This design comes from an exercise in tuning for small area, a short achievable clock period and few clock cycles on the open sky130 flow, not from production work. In this exercise RTL edits were held to simulation tests only and were not proved equivalent to the original. No activity file was given, so power comes from the tool's default toggle rates.

File: design/flow/design.v
package core_pkg;
	localparam int unsigned XLEN = 64;
	localparam int unsigned ILEN = 32;
	localparam int unsigned NUM_REGS = 31;
	typedef logic [XLEN-1:0] xlen_t;
	typedef logic [ILEN-1:0] instr_t;
	typedef logic [XLEN-3:0] pc_t;
	typedef logic [4:0]      reg_addr_t;
	typedef logic [3:0]      err_code_t;
	typedef logic [1:0]      mem_size_t;
	localparam err_code_t ERR_NONE  = 4'h0;
	localparam err_code_t ERR_UNDEF = 4'h1;
	localparam mem_size_t LDST_SIZE_64 = 2'b11;
	localparam instr_t INSTR_NOP = 32'hD503_201F;
	localparam instr_t ADD_IMM_MASK  = 32'hFF80_0000;
	localparam instr_t ADD_IMM_MATCH = 32'h9100_0000;
	localparam instr_t SUB_IMM_MASK  = 32'hFF80_0000;
	localparam instr_t SUB_IMM_MATCH = 32'hD100_0000;
	localparam instr_t LDR_MASK      = 32'hFFC0_0000;
	localparam instr_t LDR_MATCH     = 32'hF940_0000;
	localparam instr_t STR_MASK      = 32'hFFC0_0000;
	localparam instr_t STR_MATCH     = 32'hF900_0000;
	localparam reg_addr_t ZERO_REG = 5'd31;
	localparam int unsigned LDST_SCALE = 3;
	localparam int unsigned IMM_SHIFT  = 12;
endpackage
module fetch_unit (
	input  logic                clk,
	input  logic                nreset,
	input  logic                clk_en,
	input  core_pkg::err_code_t decode_err,
	input  core_pkg::instr_t    instruction_memory_v,
	output logic                run,
	output core_pkg::xlen_t     instruction_memory_a,
	output logic                instruction_memory_en,
	output core_pkg::instr_t    instr,
	output logic                instr_pc_valid
);
	logic             nreset_sync;
	core_pkg::pc_t    pc;
	core_pkg::instr_t instr_q;
	logic             hold_q;
	always_ff @(posedge clk or negedge nreset) begin
		if (!nreset) begin
			nreset_sync    <= 1'b0;
			instr_pc_valid <= 1'b0;
			hold_q         <= 1'b0;
		end else begin
			nreset_sync    <= 1'b1;
			instr_pc_valid <= nreset_sync;
			hold_q         <= !run;
		end
	end
	always_ff @(posedge clk) begin
		instr_q <= instr;
	end
	assign run = clk_en && nreset_sync && (decode_err == core_pkg::ERR_NONE);
	always_ff @(posedge clk or negedge nreset) begin
		if (!nreset) begin
			pc <= '0;
		end else if (run) begin
			pc <= pc + core_pkg::pc_t'(1);
		end
	end
	assign instruction_memory_a  = {pc, 2'b00};
	assign instruction_memory_en = nreset_sync;
	assign instr = hold_q ? instr_q :
		(instr_pc_valid ? instruction_memory_v : core_pkg::INSTR_NOP);
endmodule
module decode_unit (
	input  logic                clk,
	input  logic                nreset,
	input  logic                run,
	input  core_pkg::instr_t    instr,
	input  core_pkg::xlen_t     rn_value,
	input  core_pkg::xlen_t     rt_value,
	output core_pkg::reg_addr_t rn_addr,
	output core_pkg::reg_addr_t rt_addr,
	output core_pkg::err_code_t decode_err,
	output core_pkg::xlen_t     ex_base,
	output core_pkg::xlen_t     ex_imm,
	output logic                ex_sub,
	output core_pkg::reg_addr_t ex_rd_addr,
	output logic                ex_write_en,
	output logic                ex_load,
	output logic                ex_store,
	output core_pkg::xlen_t     ex_store_value
);
	logic            is_add;
	logic            is_sub;
	logic            is_ldr;
	logic            is_str;
	logic            is_nop;
	logic [11:0]     imm12;
	logic            imm_sh;
	core_pkg::xlen_t imm;
	assign is_add = (instr & core_pkg::ADD_IMM_MASK) == core_pkg::ADD_IMM_MATCH;
	assign is_sub = (instr & core_pkg::SUB_IMM_MASK) == core_pkg::SUB_IMM_MATCH;
	assign is_ldr = (instr & core_pkg::LDR_MASK) == core_pkg::LDR_MATCH;
	assign is_str = (instr & core_pkg::STR_MASK) == core_pkg::STR_MATCH;
	assign is_nop = instr == core_pkg::INSTR_NOP;
	assign decode_err = (is_add || is_sub || is_ldr || is_str || is_nop) ?
		core_pkg::ERR_NONE : core_pkg::ERR_UNDEF;
	assign rn_addr = instr[9:5];
	assign rt_addr = instr[4:0];
	assign imm12  = instr[21:10];
	assign imm_sh = instr[22];
	always_comb begin
		imm = core_pkg::xlen_t'(imm12);
		if (is_ldr || is_str) begin
			imm = imm << core_pkg::LDST_SCALE;
		end else if (imm_sh) begin
			imm = imm << core_pkg::IMM_SHIFT;
		end
	end
	always_ff @(posedge clk or negedge nreset) begin
		if (!nreset) begin
			ex_write_en <= 1'b0;
			ex_load     <= 1'b0;
			ex_store    <= 1'b0;
		end else if (run) begin
			ex_write_en <= is_add || is_sub || is_ldr;
			ex_load     <= is_ldr;
			ex_store    <= is_str;
		end
	end
	always_ff @(posedge clk) begin
		if (run) begin
			ex_base        <= rn_value;
			ex_imm         <= imm;
			ex_sub         <= is_sub;
			ex_rd_addr     <= instr[4:0];
			ex_store_value <= rt_value;
		end
	end
endmodule
module register_file (
	input  logic                clk,
	input  logic                run,
	input  core_pkg::reg_addr_t rn_addr,
	input  core_pkg::reg_addr_t rt_addr,
	input  logic                wr_en,
	input  core_pkg::reg_addr_t wr_addr,
	input  core_pkg::xlen_t     wr_data,
	output core_pkg::xlen_t     rn_value,
	output core_pkg::xlen_t     rt_value
);
	core_pkg::xlen_t regs [0:core_pkg::NUM_REGS-1];
	always_ff @(posedge clk) begin
		if (run && wr_en && (wr_addr != core_pkg::ZERO_REG)) begin
			regs[wr_addr] <= wr_data;
		end
	end
	assign rn_value = (rn_addr == core_pkg::ZERO_REG) ? '0 : regs[rn_addr];
	assign rt_value = (rt_addr == core_pkg::ZERO_REG) ? '0 : regs[rt_addr];
endmodule
module execute_unit (
	input  logic                clk,
	input  logic                nreset,
	input  logic                run,
	input  core_pkg::xlen_t     ex_base,
	input  core_pkg::xlen_t     ex_imm,
	input  logic                ex_sub,
	input  core_pkg::reg_addr_t ex_rd_addr,
	input  logic                ex_write_en,
	input  logic                ex_load,
	input  logic                ex_store,
	input  core_pkg::xlen_t     ex_store_value,
	output core_pkg::xlen_t     data_memory_a,
	output core_pkg::xlen_t     data_memory_out_v,
	output core_pkg::mem_size_t data_memory_s,
	output logic                data_memory_read,
	output logic                data_memory_write,
	output core_pkg::reg_addr_t mem_rd_addr,
	output logic                mem_write_en,
	output logic                mem_load,
	output core_pkg::xlen_t     mem_result
);
	core_pkg::xlen_t sum;
	logic            load_q;
	assign sum = ex_sub ? (ex_base - ex_imm) : (ex_base + ex_imm);
	always_ff @(posedge clk or negedge nreset) begin
		if (!nreset) begin
			load_q            <= 1'b0;
			data_memory_write <= 1'b0;
			mem_write_en      <= 1'b0;
		end else if (run) begin
			load_q            <= ex_load;
			data_memory_write <= ex_store;
			mem_write_en      <= ex_write_en;
		end
	end
	always_ff @(posedge clk) begin
		if (run) begin
			mem_result        <= sum;
			data_memory_out_v <= ex_store_value;
			mem_rd_addr       <= ex_rd_addr;
		end
	end
	assign data_memory_a    = mem_result;
	assign data_memory_read = load_q;
	assign data_memory_s    = core_pkg::LDST_SIZE_64;
	assign mem_load = load_q;
endmodule
module writeback_unit (
	input  logic                clk,
	input  logic                nreset,
	input  logic                run,
	input  core_pkg::reg_addr_t mem_rd_addr,
	input  logic                mem_write_en,
	input  logic                mem_load,
	input  core_pkg::xlen_t     mem_result,
	input  core_pkg::xlen_t     data_memory_in_v,
	output logic                wr_en,
	output core_pkg::reg_addr_t wr_addr,
	output core_pkg::xlen_t     wr_data
);
	logic            wb_load;
	core_pkg::xlen_t wb_result;
	always_ff @(posedge clk or negedge nreset) begin
		if (!nreset) begin
			wr_en   <= 1'b0;
			wb_load <= 1'b0;
		end else if (run) begin
			wr_en   <= mem_write_en;
			wb_load <= mem_load;
		end
	end
	always_ff @(posedge clk) begin
		if (run) begin
			wr_addr   <= mem_rd_addr;
			wb_result <= mem_result;
		end
	end
	assign wr_data = wb_load ? data_memory_in_v : wb_result;
endmodule
module educore_lite (
	input  logic                clk,
	input  logic                nreset,
	input  logic                clk_en,
	input  core_pkg::instr_t    instruction_memory_v,
	input  core_pkg::xlen_t     data_memory_in_v,
	output core_pkg::err_code_t error_indicator,
	output core_pkg::xlen_t     instruction_memory_a,
	output logic                instruction_memory_en,
	output core_pkg::xlen_t     data_memory_a,
	output core_pkg::xlen_t     data_memory_out_v,
	output core_pkg::mem_size_t data_memory_s,
	output logic                data_memory_read,
	output logic                data_memory_write
);
	logic                run;
	core_pkg::instr_t    instr;
	core_pkg::err_code_t decode_err;
	core_pkg::reg_addr_t rn_addr;
	core_pkg::reg_addr_t rt_addr;
	core_pkg::xlen_t     rn_value;
	core_pkg::xlen_t     rt_value;
	core_pkg::xlen_t     ex_base;
	core_pkg::xlen_t     ex_imm;
	core_pkg::xlen_t     ex_store_value;
	core_pkg::reg_addr_t ex_rd_addr;
	logic                ex_sub;
	logic                ex_write_en;
	logic                ex_load;
	logic                ex_store;
	core_pkg::xlen_t     mem_result;
	core_pkg::reg_addr_t mem_rd_addr;
	logic                mem_write_en;
	logic                mem_load;
	logic                wr_en;
	core_pkg::reg_addr_t wr_addr;
	core_pkg::xlen_t     wr_data;
	assign error_indicator = decode_err;
	fetch_unit u_fetch_unit (
		.clk                   (clk),
		.nreset                (nreset),
		.clk_en                (clk_en),
		.decode_err            (decode_err),
		.instruction_memory_v  (instruction_memory_v),
		.run                   (run),
		.instruction_memory_a  (instruction_memory_a),
		.instruction_memory_en (instruction_memory_en),
		.instr                 (instr),
		.instr_pc_valid        ()
	);
	decode_unit u_decode_unit (
		.clk            (clk),
		.nreset         (nreset),
		.run            (run),
		.instr          (instr),
		.rn_value       (rn_value),
		.rt_value       (rt_value),
		.rn_addr        (rn_addr),
		.rt_addr        (rt_addr),
		.decode_err     (decode_err),
		.ex_base        (ex_base),
		.ex_imm         (ex_imm),
		.ex_sub         (ex_sub),
		.ex_rd_addr     (ex_rd_addr),
		.ex_write_en    (ex_write_en),
		.ex_load        (ex_load),
		.ex_store       (ex_store),
		.ex_store_value (ex_store_value)
	);
	register_file u_register_file (
		.clk      (clk),
		.run      (run),
		.rn_addr  (rn_addr),
		.rt_addr  (rt_addr),
		.wr_en    (wr_en),
		.wr_addr  (wr_addr),
		.wr_data  (wr_data),
		.rn_value (rn_value),
		.rt_value (rt_value)
	);
	execute_unit u_execute_unit (
		.clk               (clk),
		.nreset            (nreset),
		.run               (run),
		.ex_base           (ex_base),
		.ex_imm            (ex_imm),
		.ex_sub            (ex_sub),
		.ex_rd_addr        (ex_rd_addr),
		.ex_write_en       (ex_write_en),
		.ex_load           (ex_load),
		.ex_store          (ex_store),
		.ex_store_value    (ex_store_value),
		.data_memory_a     (data_memory_a),
		.data_memory_out_v (data_memory_out_v),
		.data_memory_s     (data_memory_s),
		.data_memory_read  (data_memory_read),
		.data_memory_write (data_memory_write),
		.mem_rd_addr       (mem_rd_addr),
		.mem_write_en      (mem_write_en),
		.mem_load          (mem_load),
		.mem_result        (mem_result)
	);
	writeback_unit u_writeback_unit (
		.clk              (clk),
		.nreset           (nreset),
		.run              (run),
		.mem_rd_addr      (mem_rd_addr),
		.mem_write_en     (mem_write_en),
		.mem_load         (mem_load),
		.mem_result       (mem_result),
		.data_memory_in_v (data_memory_in_v),
		.wr_en            (wr_en),
		.wr_addr          (wr_addr),
		.wr_data          (wr_data)
	);
endmodule
File: design/flow/run.sh
#!/bin/bash
# synth_recipe.tcl (not shown) runs the flow's synth.tcl, then flattens the netlist and writes it again
# the make line also repeats each setting of config.mk as NAME=value (left out here)
make -C /OpenROAD-flow-scripts/flow DESIGN_CONFIG=/design/flow/config.mk WORK_HOME=/design/flow/orfs CLKGATE_MAP_FILE= SYNTH_SCRIPT=/design/flow/synth_recipe.tcl finish
File: design/flow/config.mk
export PLATFORM = sky130hd
export DESIGN_NAME = educore_lite
export DESIGN_NICKNAME = educore_lite
export VERILOG_FILES = /design/flow/design.v
export SDC_FILE = /design/flow/constraint.sdc
export NUM_CORES = 4
export LEC_CHECK = 0
export CAP_MARGIN = 20
export CELL_PAD_IN_SITES_DETAIL_PLACEMENT = 1
export CELL_PAD_IN_SITES_GLOBAL_PLACEMENT = 2
export CORE_MARGIN = 2
export CORE_UTILIZATION = 28
export GPL_ROUTABILITY_DRIVEN = 1
export PLACE_DENSITY = 0.34
export SLEW_MARGIN = 20
File: design/flow/constraint.sdc
create_clock -name core_clock -period 7.5 [get_ports {clk}]
set_input_delay 1.5000 -clock core_clock [delete_from_list [all_inputs] [get_ports {clk}]]
set_output_delay 1.5000 -clock core_clock [all_outputs]
set_load 0.01 [all_outputs]
==> summary.txt <==
sequential cells by signal, summed over array words and instances (netlist names), 24 cells and up:
signal and flops:
u_writeback_unit.wb_result 64, u_decode_unit.ex_imm 24, u_fetch_unit.pc 62, u_fetch_unit.instr_q 32, u_register_file.regs 1984, u_decode_unit.ex_base 64
u_execute_unit.data_memory_out_v 64, u_execute_unit.mem_result 64, u_decode_unit.ex_store_value 64
cell usage in the layout, fill, tap and decap left out, types with 215 or more instances in the layout:
master,count
clkdlybuf4s50_1,291
and3_1,278
edfxtp_1,2344
a31oi_1,235
nand2_1,3489
a311oi_1,439
o21ai_0,248
a21oi_1,247
nor2_1,248
buf_4,215
nand3_1,1214
clkbuf_16,326
power by group through the flow:
stage | clock network (mW) | logic (mW) | registers (mW)
2_1_floorplan | 0 | 0.00793 | 15.0
3_3_place_gp | 0 | 0.0806 | 15.0
3_5_place_dp | 0 | 0.0800 | 15.0
4_1_cts | 15.5 | 0.0806 | 14.8
5_1_grt | 16.0 | 0.0836 | 14.7
6_report | 15.2 | 0.0782 | 14.8
routing by layer:
| layer | GRT usage, % | share of wire, % | up-vias |
|---|---|---|---|
| li1 | - | - | 39830 |
| met1 | 40.75 | 45 | 50240 |
| met2 | 48.09 | 47 | 3104 |
| met3 | 3.356 | 5.2 | 695 |
| met4 | 8.224 | 3.0 | 6 |
| met5 | 0 | 0.0067 | - |
worst min-delay path by stage:
stage                                      from                              endpoint  slack [ns]  depth (start not counted)
2_1_floorplan   u_decode_unit.ex_store_value[0]   u_execute_unit.data_memory_out_v[0]        0.40                          0
3_3_place_gp    u_decode_unit.ex_store_value[2]   u_execute_unit.data_memory_out_v[2]        0.40                          0
3_5_place_dp        u_decode_unit.ex_rd_addr[1]         u_execute_unit.mem_rd_addr[1]        0.41                          0
4_1_cts                                  nreset                   u_fetch_unit.hold_q        0.36                          1
5_1_grt                                  nreset                   u_fetch_unit.hold_q        0.41                          1
6_report       u_decode_unit.ex_store_value[21]  u_execute_unit.data_memory_out_v[21]        0.42                          0
worst max-delay path: stages, from the launching register on:
cell and delay (ns):
edfxtp_1 0.46, inv_1 0.12, ha_1 0.21, nand2_1 0.07
nor3_1 0.40, and4b_1 0.37, a21oi_1 0.14, nor2_2 0.82
o21a_1 0.45, ha_1 0.40, a21oi_1 0.21, o21ai_0 0.19
nor4b_2 0.68, o2111ai_1 0.44, nor3b_2 0.37, a311oi_1 0.60
mux2i_1 0.26, o2111a_1 0.20
layout make-up:
class / count / area, µm²
antenna: 22 / 55.05
tap: 5474 / 6849
clock buffer: 402 / 8503
timing repair buffer: 632 / 7041
fill: 44950 / 275500
sequential: 2449 / 72860
inverter: 71 / 337.8
multi-input combinational: 7449 / 40300
clock inverter: 154 / 1409
metrics by stage:
stage | setup slack, ns | hold slack [ns] | power, mW | std cells | instance area, µm²
after CTS | 0.5362 | 0.3558 | 30.37 | 16630 | 137300
after detailed placement | 0.5321 | 0.4057 | 15.12 | 16080 | 127400
after global routing | 0.5455 | 0.4068 | 30.79 | 16630 | 137300
after floorplan | 0.2887 | 0.4003 | 15.05 | 10770 | 116100
after global placement | 0.6188 | 0.4021 | 15.12 | 16070 | 127300
final | 0.9599 | 0.4187 | 30.00 | 16650 | 137400
logic make-up (layout without fill, tap and decap cells):
logic type / count (synthesis) / after routing / share of synthesized area [%]
buffers and inverters: 872 / 1259 / 2.906
adders and majority gates: 67 / 67 / 0.7289
AOI/OAI and AO/OA: 1506 / 1506 / 9.146
xor gates and xnor gates: 143 / 143 / 1.079
DFF: 2449 / 2449 / 62.79
muxes: 247 / 247 / 3.280
other: 2 / 30 / 0.006472
and+or+nand+nor: 5478 / 5478 / 20.07
==> results.json <==
{
  "status": "finished clean",
  "ios": 300,
  "synthCells": 10760,
  "fp.dieW_um": 647.7,
  "fin_nets": 11080,
  "drt_wl_total_um": 629900,
  "antenna_found_initial": 43,
  "tightest_slew_ns": 1.123,
  "drive_gt1_share_pct": 9.268,
  "clock-sinks": 2449,
  "postSynthAreaPerCell_um2": 10.78,
  "gp_congestion": 0.7928,
  "hold_viol": 0,
  "path_class": "reg2reg",
  "synth_area_leaders": "edfxtp_1 (61%), nand2_1 (11%), nand3_1 (5.2%)",
  "relSlewSlack_pct": 24.84,
  "rrSetupSlack_ns": 0.96,
  "clk_path_buf_depth": 4,
  "area_growth_pct": 18.37,
  "setup_viol": 0,
  "fmax_mhz": 152.9,
  "hold_buffers": 0,
  "root_buffer": "clkbuf_16",
  "seq_area_frac_synth_pct": 62.79,
  "synthTopCellsByCount": "nand2_1 (3491), edfxtp_1 (2344), nand3_1 (1214)",
  "timing.final.crit_period_ns": 6.540,
  "hpwl_um": 379000,
  "rsz0062_at_grt": "false",
  "grt_max_degree": 135,
  "synth.most_common_cell": "nand2_1",
  "cts_resized": 0,
  "power.density_nw_per_um2": 218.4,
  "post_drt_wl_per_cell_um": 37.82,
  "core_area_um2": 412800,
  "die_area_um2": 419600,
  "drc": 0,
  "reg2reg_from": "u_decode_unit.ex_imm[0]",
  "maxCapViolations": 0,
  "timing.rr.end": "u_execute_unit.mem_result[59]",
  "cp-startpoint": "u_decode_unit.ex_imm[0]",
  "ys_ff_latch": 2449,
  "hold_class": "reg2reg",
  "fin_crit_sh_pct": 87.20,
  "yosys_warnings": 5,
  "p_leak_nw": 45.58,
  "via_per_inst": 5.637,
  "clk_latency_ns": 0.95,
  "cts_inserted_buffers": 315,
  "yosys.area.top_type_share_pct": 60.66,
  "cts_tree": "built",
  "clkPwrFrac_pct": 50.6,
  "post_cts_buffers": 0,
  "grt_overflow": 0,
  "required_ns": 8.31,
  "rr_worst_depth": 17,
  "dr.pass1.iters": 6,
  "crit_path_end": "u_execute_unit.mem_result[59]",
  "ir_worst_vdd_mv": 0.1575,
  "internal_power_mw": 23.61,
  "drt_iter0_drc": 9218,
  "startpoint_type": "register",
  "port-buffer-count": 292,
  "grt_use_total_pct": 29.31,
  "swShare_pct": 21.32,
  "pwr-share-comb_pct": 0.3,
  "fin_util_pct": 33.27,
  "synthFlopType": "edfxtp_1",
  "finalClockSkew_ns": 0.03931,
  "dieHeight_um": 647.7,
  "grt_pass1_vias": 94800,
  "start_util_pct": 28.11,
  "switching_power_mw": 6.397,
  "crit_fanout": 13,
  "h-tree-depth": 5,
  "num_rows": 236,
  "vias": 93870,
  "crit_arrival_ns": 7.35,
  "syn_area_um2": 116000,
  "synth_top_cell_by_area": "edfxtp_1",
  "synth_edf_count": 2344,
  "maxSlewViolCount": 0,
  "grt_pass1_wl_um": 847900,
  "tns_ns": 0,
  "end_kind": "register",
  "postSynth.asyncResetShare_pct": 2.981,
  "ant_nets": 0,
  "power_frac_seq_pct": 49.2,
  "path_clk_slew_ns": 0.06,
  "synth_cell_type_count": 79
}
Testbench counts, summed over its fixed seeds: cycles 8,672.

[re-timing with driven ports]
Ports are ideal in the flow. The routed layout listed here was re-timed in OpenROAD.
Step 1 assumes that a clkbuf_16 drives the clock port and a buf_2 every other input.
Step 2 also shifts input and output timing later by t, the mid clock arrival at the registers, as if the neighbouring blocks saw the same clock.
a / b / c = ideal ports / drivers / drivers and shift; a / b = the first two.
t, ns: 1.048
setup slack, ns: 0.960 / 0.960 / 0.780
worst setup path at the end: input to register
After both steps setup and hold are still met in this run. For this run, drivers alone change the setup slack by 0.000 ns; drivers and shift together by -0.180 ns.
